This design comes from an exercise in tuning for small area, a short achievable clock period and few clock cycles per item on the open sky130 flow, not from production work. The RTL was checked by simulation tests, not by an equivalence proof against the original design. Power and IR drop assume default switching activity.

## run.sh

```bash
#!/bin/bash
# synth_recipe.tcl (not shown) runs the flow's synth.tcl, then flattens the netlist and writes it again
# the make line also repeats each setting of config.mk as NAME=value (left out here)
make -C /OpenROAD-flow-scripts/flow DESIGN_CONFIG=/design/flow/config.mk WORK_HOME=/design/flow/orfs CLKGATE_MAP_FILE= SYNTH_SCRIPT=/design/flow/synth_recipe.tcl finish
```

## config.mk

```make
export PLATFORM = sky130hd
export DESIGN_NAME = generational_handle_table
export DESIGN_NICKNAME = generational_handle_table
export VERILOG_FILES = /design/flow/design.v
export SDC_FILE = /design/flow/constraint.sdc
export NUM_CORES = 4
export LEC_CHECK = 0
export CAP_MARGIN = 20
export CORE_MARGIN = 2
export CORE_UTILIZATION = 45
export PLACE_DENSITY = 0.6
export SLEW_MARGIN = 20
```

## constraint.sdc

```tcl
create_clock -name core_clock -period 8.0 [get_ports {clk_i}]
set_input_delay 1.6000 -clock core_clock [delete_from_list [all_inputs] [get_ports {clk_i}]]
set_output_delay 1.6000 -clock core_clock [all_outputs]
set_load 0.01 [all_outputs]
```

## design.v

```verilog
package ght_pkg;
  localparam int unsigned SLOT_COUNT_DEFAULT = 32;
  localparam int unsigned MAX_RESULTS        = 32;
  localparam int unsigned TODO_W             = $clog2(MAX_RESULTS + 1);
  localparam int unsigned HIDX_W = 32;
  localparam int unsigned GEN_W  = 32;
  localparam int unsigned PAY_W  = 64;
  localparam logic [GEN_W-1:0] GEN_FIRST = GEN_W'(1);
  typedef enum logic [1:0] {
    KIND_SPAWN   = 2'd0,
    KIND_VIEW    = 2'd1,
    KIND_DESTROY = 2'd2,
    KIND_FLUSH   = 2'd3
  } kind_e;
  typedef enum logic [2:0] {
    ST_OK        = 3'd0,
    ST_NULL      = 3'd1,
    ST_FULL      = 3'd2,
    ST_BAD_INDEX = 3'd3,
    ST_STALE     = 3'd4,
    ST_PENDING   = 3'd5
  } status_e;
  typedef enum logic [2:0] {
    S_IDLE    = 3'd0,
    S_EXEC    = 3'd1,
    S_SPAWN   = 3'd2,
    S_FL_SLOT = 3'd3,
    S_FL_EMIT = 3'd4
  } state_e;
  typedef struct packed {
    logic capture;
    logic slot_rd_free;
    logic slot_rd_queue;
    logic exec;
    logic flush_start;
    logic emit;
  } ght_cmd_t;
  typedef struct packed {
    kind_e kind;
    logic  spawn_reuse;
    logic  queue_empty;
    logic  out_free;
    logic  todo_last;
  } ght_stat_t;
endpackage
module ght_ctrl (
  input  logic              clk_i,
  input  logic              rst_ni,
  input  logic              in_valid_i,
  output logic              in_ready_o,
  input  ght_pkg::ght_stat_t stat_i,
  output ght_pkg::ght_cmd_t  cmd_o
);
  ght_pkg::state_e state_q, state_d;
  always_ff @(posedge clk_i or negedge rst_ni) begin
    if (!rst_ni) begin
      state_q <= ght_pkg::S_IDLE;
    end else begin
      state_q <= state_d;
    end
  end
  always_comb begin
    state_d = state_q;
    case (state_q)
      ght_pkg::S_IDLE: begin
        if (in_valid_i) state_d = ght_pkg::S_EXEC;
      end
      ght_pkg::S_EXEC: begin
        case (stat_i.kind)
          ght_pkg::KIND_FLUSH: state_d = stat_i.queue_empty ? ght_pkg::S_IDLE : ght_pkg::S_FL_SLOT;
          ght_pkg::KIND_SPAWN: begin
            if (stat_i.spawn_reuse) begin
              state_d = ght_pkg::S_SPAWN;
            end else if (stat_i.out_free) begin
              state_d = ght_pkg::S_IDLE;
            end
          end
          default: begin
            if (stat_i.out_free) state_d = ght_pkg::S_IDLE;
          end
        endcase
      end
      ght_pkg::S_SPAWN: begin
        if (stat_i.out_free) state_d = ght_pkg::S_IDLE;
      end
      ght_pkg::S_FL_SLOT: state_d = ght_pkg::S_FL_EMIT;
      ght_pkg::S_FL_EMIT: begin
        if (stat_i.out_free) state_d = stat_i.todo_last ? ght_pkg::S_IDLE : ght_pkg::S_FL_SLOT;
      end
      default: state_d = ght_pkg::S_IDLE;
    endcase
  end
  always_comb begin
    in_ready_o = 1'b0;
    cmd_o      = '0;
    case (state_q)
      ght_pkg::S_IDLE: begin
        in_ready_o    = 1'b1;
        cmd_o.capture = in_valid_i;
      end
      ght_pkg::S_EXEC: begin
        case (stat_i.kind)
          ght_pkg::KIND_FLUSH: cmd_o.flush_start = !stat_i.queue_empty;
          ght_pkg::KIND_SPAWN: begin
            if (stat_i.spawn_reuse) begin
              cmd_o.slot_rd_free = 1'b1;
            end else begin
              cmd_o.exec = stat_i.out_free;
            end
          end
          default: cmd_o.exec = stat_i.out_free;
        endcase
      end
      ght_pkg::S_SPAWN:   cmd_o.exec          = stat_i.out_free;
      ght_pkg::S_FL_SLOT: cmd_o.slot_rd_queue = 1'b1;
      ght_pkg::S_FL_EMIT: cmd_o.emit          = stat_i.out_free;
      default: begin
        in_ready_o = 1'b0;
      end
    endcase
  end
endmodule
module ght_dp #(
  parameter int unsigned SLOT_COUNT = ght_pkg::SLOT_COUNT_DEFAULT
) (
  input  logic                        clk_i,
  input  logic                        rst_ni,
  input  ght_pkg::kind_e              in_kind_i,
  input  logic [ght_pkg::HIDX_W-1:0]  in_index_i,
  input  logic [ght_pkg::GEN_W-1:0]   in_gen_i,
  input  logic [ght_pkg::PAY_W-1:0]   in_payload_i,
  input  ght_pkg::ght_cmd_t           cmd_i,
  output ght_pkg::ght_stat_t          stat_o,
  output logic                        out_valid_o,
  input  logic                        out_ready_i,
  output ght_pkg::status_e            out_status_o,
  output logic [ght_pkg::HIDX_W-1:0]  out_index_o,
  output logic [ght_pkg::GEN_W-1:0]   out_gen_o,
  output logic [ght_pkg::PAY_W-1:0]   out_payload_o,
  output logic                        out_freed_o,
  output logic                        out_last_o
);
  localparam int unsigned IDX_W = $clog2(SLOT_COUNT);
  localparam int unsigned CNT_W = $clog2(SLOT_COUNT + 1);
  localparam logic [CNT_W-1:0] CNT_FULL = CNT_W'(SLOT_COUNT);
  localparam logic [IDX_W-1:0] IDX_LAST = IDX_W'(SLOT_COUNT - 1);
  logic [ght_pkg::PAY_W-1:0] pay_mem   [SLOT_COUNT];
  logic [ght_pkg::GEN_W-1:0] gen_mem   [SLOT_COUNT];
  logic [IDX_W-1:0] free_mem  [SLOT_COUNT];
  logic [IDX_W-1:0] queue_mem [SLOT_COUNT];
  ght_pkg::kind_e             kind_q;
  logic [ght_pkg::HIDX_W-1:0] hidx_q;
  logic [ght_pkg::GEN_W-1:0]  hgen_q;
  logic [ght_pkg::PAY_W-1:0]  pay_q;
  logic [ght_pkg::PAY_W-1:0]  pay_rd_q;
  logic [ght_pkg::GEN_W-1:0]  gen_rd_q;
  logic [IDX_W-1:0]  free_rd_q;
  logic [IDX_W-1:0]  queue_rd_q;
  logic [SLOT_COUNT-1:0] alive_q, pend_q;
  logic [CNT_W-1:0]      fc_q, hw_q, qcnt_q;
  logic [IDX_W-1:0]      qhead_q, qtail_q;
  logic [ght_pkg::TODO_W-1:0]     todo_q, todo_d;
  logic              out_valid_q;
  ght_pkg::status_e           out_status_q;
  logic [ght_pkg::HIDX_W-1:0] out_index_q;
  logic [ght_pkg::GEN_W-1:0]  out_gen_q;
  logic [ght_pkg::PAY_W-1:0]  out_pay_q;
  logic              out_freed_q, out_last_q;
  logic [IDX_W-1:0] slot_raddr, queue_raddr, qhead_inc, qtail_inc, h, spawn_idx;
  logic [IDX_W-1:0] gen_waddr;
  logic [ght_pkg::GEN_W-1:0] gen_wdata;
  logic             slot_ren, queue_ren, gen_we, load;
  logic             hidx_ok, free_room;
  ght_pkg::status_e          chk;
  ght_pkg::status_e           res_status;
  logic [ght_pkg::HIDX_W-1:0] res_index;
  logic [ght_pkg::GEN_W-1:0]  res_gen;
  logic [ght_pkg::PAY_W-1:0]  res_pay;
  logic              res_freed, res_last;
  logic              spawn_free, spawn_new, enqueue;
  assign h         = hidx_q[IDX_W-1:0];
  assign qhead_inc = (qhead_q == IDX_LAST) ? '0 : qhead_q + 1'b1;
  assign qtail_inc = (qtail_q == IDX_LAST) ? '0 : qtail_q + 1'b1;
  assign free_room = (fc_q != CNT_FULL);
  assign load      = cmd_i.exec || cmd_i.emit;
  always_comb begin
    slot_raddr = in_index_i[IDX_W-1:0];
    if (cmd_i.slot_rd_free) begin
      slot_raddr = free_rd_q;
    end else if (cmd_i.slot_rd_queue) begin
      slot_raddr = queue_rd_q;
    end
  end
  assign slot_ren    = cmd_i.capture || cmd_i.slot_rd_free || cmd_i.slot_rd_queue;
  assign queue_raddr = cmd_i.emit ? qhead_inc : qhead_q;
  assign queue_ren   = cmd_i.capture || cmd_i.emit;
  assign hidx_ok = (hidx_q < ght_pkg::HIDX_W'(hw_q));
  always_comb begin
    if (!hidx_ok) begin
      chk = ght_pkg::ST_BAD_INDEX;
    end else if (!alive_q[h] || (gen_rd_q != hgen_q)) begin
      chk = ght_pkg::ST_STALE;
    end else begin
      chk = ght_pkg::ST_OK;
    end
  end
  always_comb begin
    res_status = ght_pkg::ST_OK;
    res_index  = hidx_q;
    res_gen    = hgen_q;
    res_pay    = '0;
    res_freed  = 1'b0;
    res_last   = 1'b1;
    spawn_free = 1'b0;
    spawn_new  = 1'b0;
    enqueue    = 1'b0;
    if (cmd_i.emit) begin
      res_index = ght_pkg::HIDX_W'(queue_rd_q);
      res_gen   = gen_rd_q;
      res_pay   = pay_rd_q;
      res_freed = 1'b1;
      res_last  = (todo_q == ght_pkg::TODO_W'(1));
    end else begin
      case (kind_q)
        ght_pkg::KIND_SPAWN: begin
          res_index = '0;
          res_gen   = '0;
          if (pay_q == '0) begin
            res_status = ght_pkg::ST_NULL;
          end else if (fc_q != '0) begin
            res_index  = ght_pkg::HIDX_W'(free_rd_q);
            res_gen    = gen_rd_q;
            spawn_free = 1'b1;
          end else if (hw_q != CNT_FULL) begin
            res_index = ght_pkg::HIDX_W'(hw_q);
            res_gen   = ght_pkg::GEN_FIRST;
            spawn_new = 1'b1;
          end else begin
            res_status = ght_pkg::ST_FULL;
          end
        end
        ght_pkg::KIND_VIEW: begin
          if (chk != ght_pkg::ST_OK) begin
            res_status = chk;
          end else if (pend_q[h]) begin
            res_status = ght_pkg::ST_STALE;
          end else begin
            res_pay = pay_rd_q;
          end
        end
        ght_pkg::KIND_DESTROY: begin
          if (chk != ght_pkg::ST_OK) begin
            res_status = chk;
          end else if (pend_q[h]) begin
            res_status = ght_pkg::ST_PENDING;
          end else if (qcnt_q == CNT_FULL) begin
            res_status = ght_pkg::ST_FULL;
          end else begin
            enqueue = 1'b1;
          end
        end
        default: begin
          res_last = 1'b1;
        end
      endcase
    end
  end
  assign spawn_idx = spawn_free ? free_rd_q : hw_q[IDX_W-1:0];
  assign gen_we    = (cmd_i.exec && spawn_new) || cmd_i.emit;
  assign gen_waddr = cmd_i.emit ? queue_rd_q : spawn_idx;
  assign gen_wdata = cmd_i.emit ? gen_rd_q + ght_pkg::GEN_W'(1) : ght_pkg::GEN_FIRST;
  always_comb begin
    todo_d = todo_q;
    if (cmd_i.flush_start) begin
      if (32'(qcnt_q) > ght_pkg::MAX_RESULTS) begin
        todo_d = ght_pkg::TODO_W'(ght_pkg::MAX_RESULTS);
      end else begin
        todo_d = ght_pkg::TODO_W'(qcnt_q);
      end
    end else if (cmd_i.emit) begin
      todo_d = todo_q - 1'b1;
    end
  end
  always_ff @(posedge clk_i) begin
    if (cmd_i.capture) begin
      kind_q    <= in_kind_i;
      hidx_q    <= in_index_i;
      hgen_q    <= in_gen_i;
      pay_q     <= in_payload_i;
      free_rd_q <= free_mem[IDX_W'(fc_q - 1'b1)];
    end
    if (slot_ren) begin
      pay_rd_q <= pay_mem[slot_raddr];
      gen_rd_q <= gen_mem[slot_raddr];
    end
    if (queue_ren) begin
      queue_rd_q <= queue_mem[queue_raddr];
    end
    if (cmd_i.exec && (spawn_free || spawn_new)) begin
      pay_mem[spawn_idx] <= pay_q;
    end
    if (gen_we) begin
      gen_mem[gen_waddr] <= gen_wdata;
    end
    if (cmd_i.emit && free_room) begin
      free_mem[fc_q[IDX_W-1:0]] <= queue_rd_q;
    end
    if (cmd_i.exec && enqueue) begin
      queue_mem[qtail_q] <= h;
    end
    if (load) begin
      out_status_q <= res_status;
      out_index_q  <= res_index;
      out_gen_q    <= res_gen;
      out_pay_q    <= res_pay;
      out_freed_q  <= res_freed;
      out_last_q   <= res_last;
    end
  end
  always_ff @(posedge clk_i or negedge rst_ni) begin
    if (!rst_ni) begin
      alive_q     <= '0;
      pend_q      <= '0;
      fc_q        <= '0;
      hw_q        <= '0;
      qcnt_q      <= '0;
      qhead_q     <= '0;
      qtail_q     <= '0;
      todo_q      <= '0;
      out_valid_q <= 1'b0;
    end else begin
      todo_q <= todo_d;
      if (cmd_i.exec && (spawn_free || spawn_new)) begin
        alive_q[spawn_idx] <= 1'b1;
        pend_q[spawn_idx]  <= 1'b0;
      end
      if (cmd_i.exec && spawn_free) begin
        fc_q <= fc_q - 1'b1;
      end
      if (cmd_i.exec && spawn_new) begin
        hw_q <= hw_q + 1'b1;
      end
      if (cmd_i.exec && enqueue) begin
        pend_q[h] <= 1'b1;
        qtail_q   <= qtail_inc;
        qcnt_q    <= qcnt_q + 1'b1;
      end
      if (cmd_i.emit) begin
        alive_q[queue_rd_q] <= 1'b0;
        pend_q[queue_rd_q]  <= 1'b0;
        qhead_q             <= qhead_inc;
        qcnt_q              <= qcnt_q - 1'b1;
        if (free_room) begin
          fc_q <= fc_q + 1'b1;
        end
      end
      if (load) begin
        out_valid_q <= 1'b1;
      end else if (out_ready_i) begin
        out_valid_q <= 1'b0;
      end
    end
  end
  assign stat_o.kind        = kind_q;
  assign stat_o.spawn_reuse = (kind_q == ght_pkg::KIND_SPAWN) && (pay_q != '0) && (fc_q != '0);
  assign stat_o.queue_empty = (qcnt_q == '0);
  assign stat_o.out_free    = !out_valid_q || out_ready_i;
  assign stat_o.todo_last   = (todo_q == ght_pkg::TODO_W'(1));
  assign out_valid_o   = out_valid_q;
  assign out_status_o  = out_status_q;
  assign out_index_o   = out_index_q;
  assign out_gen_o     = out_gen_q;
  assign out_payload_o = out_pay_q;
  assign out_freed_o   = out_freed_q;
  assign out_last_o    = out_last_q;
endmodule
module generational_handle_table (
  input  logic        clk_i,
  input  logic        rst_ni,
  input  logic        in_valid_i,
  output logic        in_ready_o,
  input  logic [1:0]  in_kind_i,
  input  logic [31:0] in_index_i,
  input  logic [31:0] in_gen_i,
  input  logic [63:0] in_payload_i,
  output logic        out_valid_o,
  input  logic        out_ready_i,
  output logic [2:0]  out_status_o,
  output logic [31:0] out_index_o,
  output logic [31:0] out_gen_o,
  output logic [63:0] out_payload_o,
  output logic        out_freed_o,
  output logic        out_last_o
);
  ght_pkg::ght_cmd_t  cmd;
  ght_pkg::ght_stat_t stat;
  ght_pkg::status_e   status;
  ght_ctrl u_ctrl (
    .clk_i      (clk_i),
    .rst_ni     (rst_ni),
    .in_valid_i (in_valid_i),
    .in_ready_o (in_ready_o),
    .stat_i     (stat),
    .cmd_o      (cmd)
  );
  ght_dp #(
    .SLOT_COUNT (ght_pkg::SLOT_COUNT_DEFAULT)
  ) u_dp (
    .clk_i         (clk_i),
    .rst_ni        (rst_ni),
    .in_kind_i     (ght_pkg::kind_e'(in_kind_i)),
    .in_index_i    (in_index_i),
    .in_gen_i      (in_gen_i),
    .in_payload_i  (in_payload_i),
    .cmd_i         (cmd),
    .stat_o        (stat),
    .out_valid_o   (out_valid_o),
    .out_ready_i   (out_ready_i),
    .out_status_o  (status),
    .out_index_o   (out_index_o),
    .out_gen_o     (out_gen_o),
    .out_payload_o (out_payload_o),
    .out_freed_o   (out_freed_o),
    .out_last_o    (out_last_o)
  );
  assign out_status_o = status;
endmodule
```

==> summary.txt <==
==> cells in the final DEF (no fill, tap or decap), types with 74 or more instances in the layout <==
cell	count
edfxtp_1	3761
nand2_1	1419
mux2i_1	1033
nand3_1	473
a211oi_1	418
clkbuf_16	408
clkdlybuf4s50_1	267
buf_4	266
inv_1	242
a21oi_1	233
nor2_1	162
o21ai_0	147
a31oi_1	139
a311oi_1	132
clkinv_1	105
o22ai_1	104
dfrtp_1	101
o221ai_1	96
o2111ai_1	95
nand4_1	93
clkbuf_1	88
buf_12	74
==> cells in the mapped netlist, drive strengths merged (7+ instances only) <==
library cell,instances
edfxtp,3761
nand2,1421
mux2i,1039
nand3,476
a211oi,418
clkbuf,374
buf,279
inv,245
a21oi,241
nor2,233
o21ai,150
a31oi,139
a311oi,132
o22ai,104
dfrtp,102
o221ai,96
o2111ai,95
nand4,93
and2,72
and3,72
mux4,65
xor2,60
nor3,42
ha,41
nor4,35
a22oi,34
a22o,31
xnor2,30
mux2,22
a21o,18
o31ai,18
nand2b,16
a2bb2oi,15
a32oi,14
nand3b,10
o211ai,10
o21a,10
or3,10
nor2b,9
o31a,7
==> report_power, final <==
group,internal [mW],leakage (nW),switching [mW],total (mW)
sequential,24.2,35.8,0.876,25.0
clock,10.5,6.21,7.77,18.2
combinational,4.32,18.9,9.14,13.5
==> worst paths after layout <==
path                                                  to  depth (start not counted)
min reg2reg                   u_dp.alive_q[30]$_DFF_PN0_                          1
min                           u_dp.alive_q[30]$_DFF_PN0_                          1
max                        u_dp.pay_mem[4][52]$_DFFE_PP_                         17
min in group asynchronous      u_dp.qhead_q[4]$_DFF_PN0_                          1
max in group asynchronous         u_dp.fc_q[0]$_DFF_PN0_                          2
max reg2reg                u_dp.pay_mem[4][52]$_DFFE_PP_                         17
==> critical path, cell delays in order (launching register included) <==
cell and delay [ps]:
edfxtp_1 820, nor4_1 860, nand4_1 380, nor3_2 420
buf_4 300, a21o_1 140, buf_4 170, nor2_1 100
buf_4 210, a21oi_1 440, ha_1 300, buf_4 210
and3_1 190, xnor2_1 130, a21boi_0 210, o221a_2 360
and3_4 720, buf_12 260
==> layout make-up <==
cell class | instances | share of cell area
Clock buffer | 496 | 0.05938
Sequential cell | 3863 | 0.6506
Inverter | 248 | 0.005286
Timing Repair Buffer | 615 | 0.03550
Clock inverter | 244 | 0.01256
Tap cell | 4557 | 0.03212
Antenna cell | 7 | 0.00009868
Multi-Input combinational cell | 5327 | 0.2045
==> state kept, by name (all words and copies together), names as in the netlist, 3 cells and up <==
signal and flops:
u_dp.pay_mem 2048, u_dp.gen_mem 1024, u_dp.free_mem 160, u_dp.queue_mem 160
u_dp.out_pay_q 64, u_dp.pay_q 64, u_dp.pay_rd_q 64, u_dp.alive_q 32
u_dp.gen_rd_q 32, u_dp.hgen_q 32, u_dp.hidx_q 32, u_dp.out_gen_q 32
u_dp.out_index_q 32, u_dp.pend_q 32, u_dp.fc_q 6, u_dp.hw_q 6
u_dp.qcnt_q 6, u_dp.todo_q 6, u_dp.free_rd_q 5, u_dp.qhead_q 5
u_dp.qtail_q 5, u_dp.queue_rd_q 5, u_ctrl.state_q 3, u_dp.out_status_q 3
==> logic make-up (layout without fill, tap and decap cells) <==
kind of cell               Yosys count  count (layout)
adders and majority gates           42              42
AOI/OAI and AO/OA                 1564            1564
and+or+nand+nor                   2505            2505
muxes                             1126            1126
xor gates and xnor gates            90              90
buffers and inverters              901            1603
DFF                               3863            3863
other                                0               7
==> per-layer routing <==
layer,share of wire,GRT usage,routed length [um],vias up
li1,-,-,-,39760
met1,0.41,0.3381,180400,47410
met2,0.48,0.4090,213000,4257
met3,0.080,0.03649,35350,851
met4,0.035,0.08336,15430,2
met5,0.000016,0,7,-
==> stage by stage <==
stage,hold slack (ps),instances,instance area [um^2]
6_report,484.5,15360,177500
3_5_place_dp,475.6,14600,164600
2_1_floorplan,458.6,10090,154600
4_1_cts,488.4,15340,177400
5_1_grt,511.9,15350,177500
3_3_place_gp,473.5,14600,164500
==> run_results.csv <==
group,metric,value,unit
pwr,power.leakage,60.87,nW
logic_synthesis,synthAdderAreaFrac,0.003448,
finish,register_area,115500,um^2
logic_synthesis,synth.area.top_cells,"edfxtp_1 73%, mux2i_1 6.7%, nand2_1 3.4%, a211oi_1 2.0%, dfrtp_1 1.7%",
logic_synthesis,synthesis.instances,10090,
logic_synthesis,synthFlopType,"edfxtp_1",
clock_tree,cts_buffers,403,
setup_path,cp_max_fo,33,
sta,worst_pin_slew,1210,ps
clock_tree,cts_tree,"done",
sta,grt_setup_unrepaired,"false",
placement,place.gp.congestion,0.8444,
drt,avgRoutedWirePerCell,28.92,um
floorplanning,design.core.area,342400,um^2
setup_path,crit_arrival,7310,ps
logic_synthesis,synth_area_per_cell,15.32,um^2
clock_tree,cts_hold_buf,0,
setup_path,worstSetupStartpoint,"u_dp.pay_q[33]$_DFFE_PP_",
global_routing,grt_pass1_vias,89880,
drt,ant_nets,0,
logic_synthesis,synth_compound_area_frac,0.07118,
drt,drc,0,
sta,fin_crit,6667,ps
logic_synthesis,synth_xor_area_frac,0.005098,
setup_path,crit_path_end_kind,"flop",
floorplanning,initial_utilization,0.4515,
finish,layout-drive-gt1-share,0.1037,
floorplanning,ios,269,
drt,wirelength,444200,um
drt,num_vias,92280,
logic_synthesis,synth_mux_area_frac,0.07834,
sta,finalHoldViolCount,0,
floorplanning,die_h,590.2,um
finish,finalCoreUtilization,0.5184,
pwr,power_density,319.6,nW/um^2
placement,dp_slack,1552,ps
logic_synthesis,netlist_area,154600,um^2
sta,period_share,0.8334,
floorplanning,fp.dieArea,348300,um^2
logic_synthesis,synthesis.nets,10270,
clock_tree,clk-insertion-delay-late,980,ps
sta,skew,63.81,ps
logic_synthesis,ys_ff_latch,3863,
pwr,p_total,56.74,mW
drt,first_iter_violations,10260,
finish,nFillCells,27660,
pwr,ir_drop,0.3066,mV
logic_synthesis,synth.distinct_cells,80,
setup_path,timing.rr.start,"u_dp.pay_q[33]$_DFFE_PP_",
drt,drt_first_pass_iters,6,
setup_path,r2r_slack,1330,ps
run,drv_cap,0,
setup_path,critPathRequiredTime,8640,ps
logic_synthesis,ys_seq_area_frac,0.7470,
clock_tree,clk_pin_slew_worst_paths,60,ps
sta,setup_viol,0,
logic_synthesis,ys.warnings.count,2,
sta,finalSetupTns,0,ps
placement,port_buffers,268,
setup_path,crit_type,"flop to flop",
sta,fmax,0.1500,GHz
outcome,status,"complete, no violations",
sta,drv_slew,0,
clock_tree,numClockSinks,3863,
global_routing,overflow,0,
logic_synthesis,synth_top_area_frac,0.7305,
finish,area_growth,14.82,%
logic_synthesis,synthArstFlopShare,0.02640,
finish,multi_input_area,36290,um^2
floorplanning,rows,215,
min_path,holdCritPathClass,"flop to flop",
clock_tree,cts_root_buf,"clkbuf_16",
global_routing,grt_use_total,0.2480,
setup_path,cp-start-kind,"flop",
sta,worst_slack,1333,ps
min_path,hold_start,"u_dp.alive_q[30]$_DFF_PN0_",
clock_tree,cts.repair.resized,0,
logic_synthesis,yosysTopAreaCell,"edfxtp_1",
sta,timing.slew.headroom,0.1916,
clock_tree,htree_levels,5,
floorplanning,dieWidth,590.2,um
logic_synthesis,synth_top_family_by_area,"multiplexers",
global_routing,grt_pass1_wl,632900,um
global_routing,antenna_found_initial,12,
logic_synthesis,synth-simple-area-share,0.07095,
placement,dp_hpwl,243000,um
global_routing,grt_max_degree,163,
logic_synthesis,synth-edff-count,3761,
clock_tree,postCtsSetupBuffers,0,
clock_tree,clk_path_buf_depth,4,
finish,nNetsFinal,10630,
drt,vias_per_cell,6.009,
Testbench counts, summed over its fixed seeds: cycles 12,182, items 4,800.

[separate check: timing with driven ports]
The flow's constraints put no driver on any port. The routed layout listed below was extracted and timed again, unchanged, in two steps.
Step 1 assumes that a clkbuf_16 drives the clock port and a buf_2 every other input.
Step 2 adds t to the input delays and takes it off the output delays; t is the mean of the earliest and latest rising clock arrival at the registers after step 1. Input paths then give back, and output paths get back, about the clock's delay inside the block.
a / b / c = ideal ports / drivers / drivers and shift; a / b = the first two.
shift t [ns]: 1.056
setup WS [ns]: 1.333 / 1.333 / 1.333
worst data-port slew with drivers (ns): 0.12
After both steps setup and hold are still met in this run. The setup slack of this run moves by 0.000 ns with the drivers and by 0.000 ns with both steps.
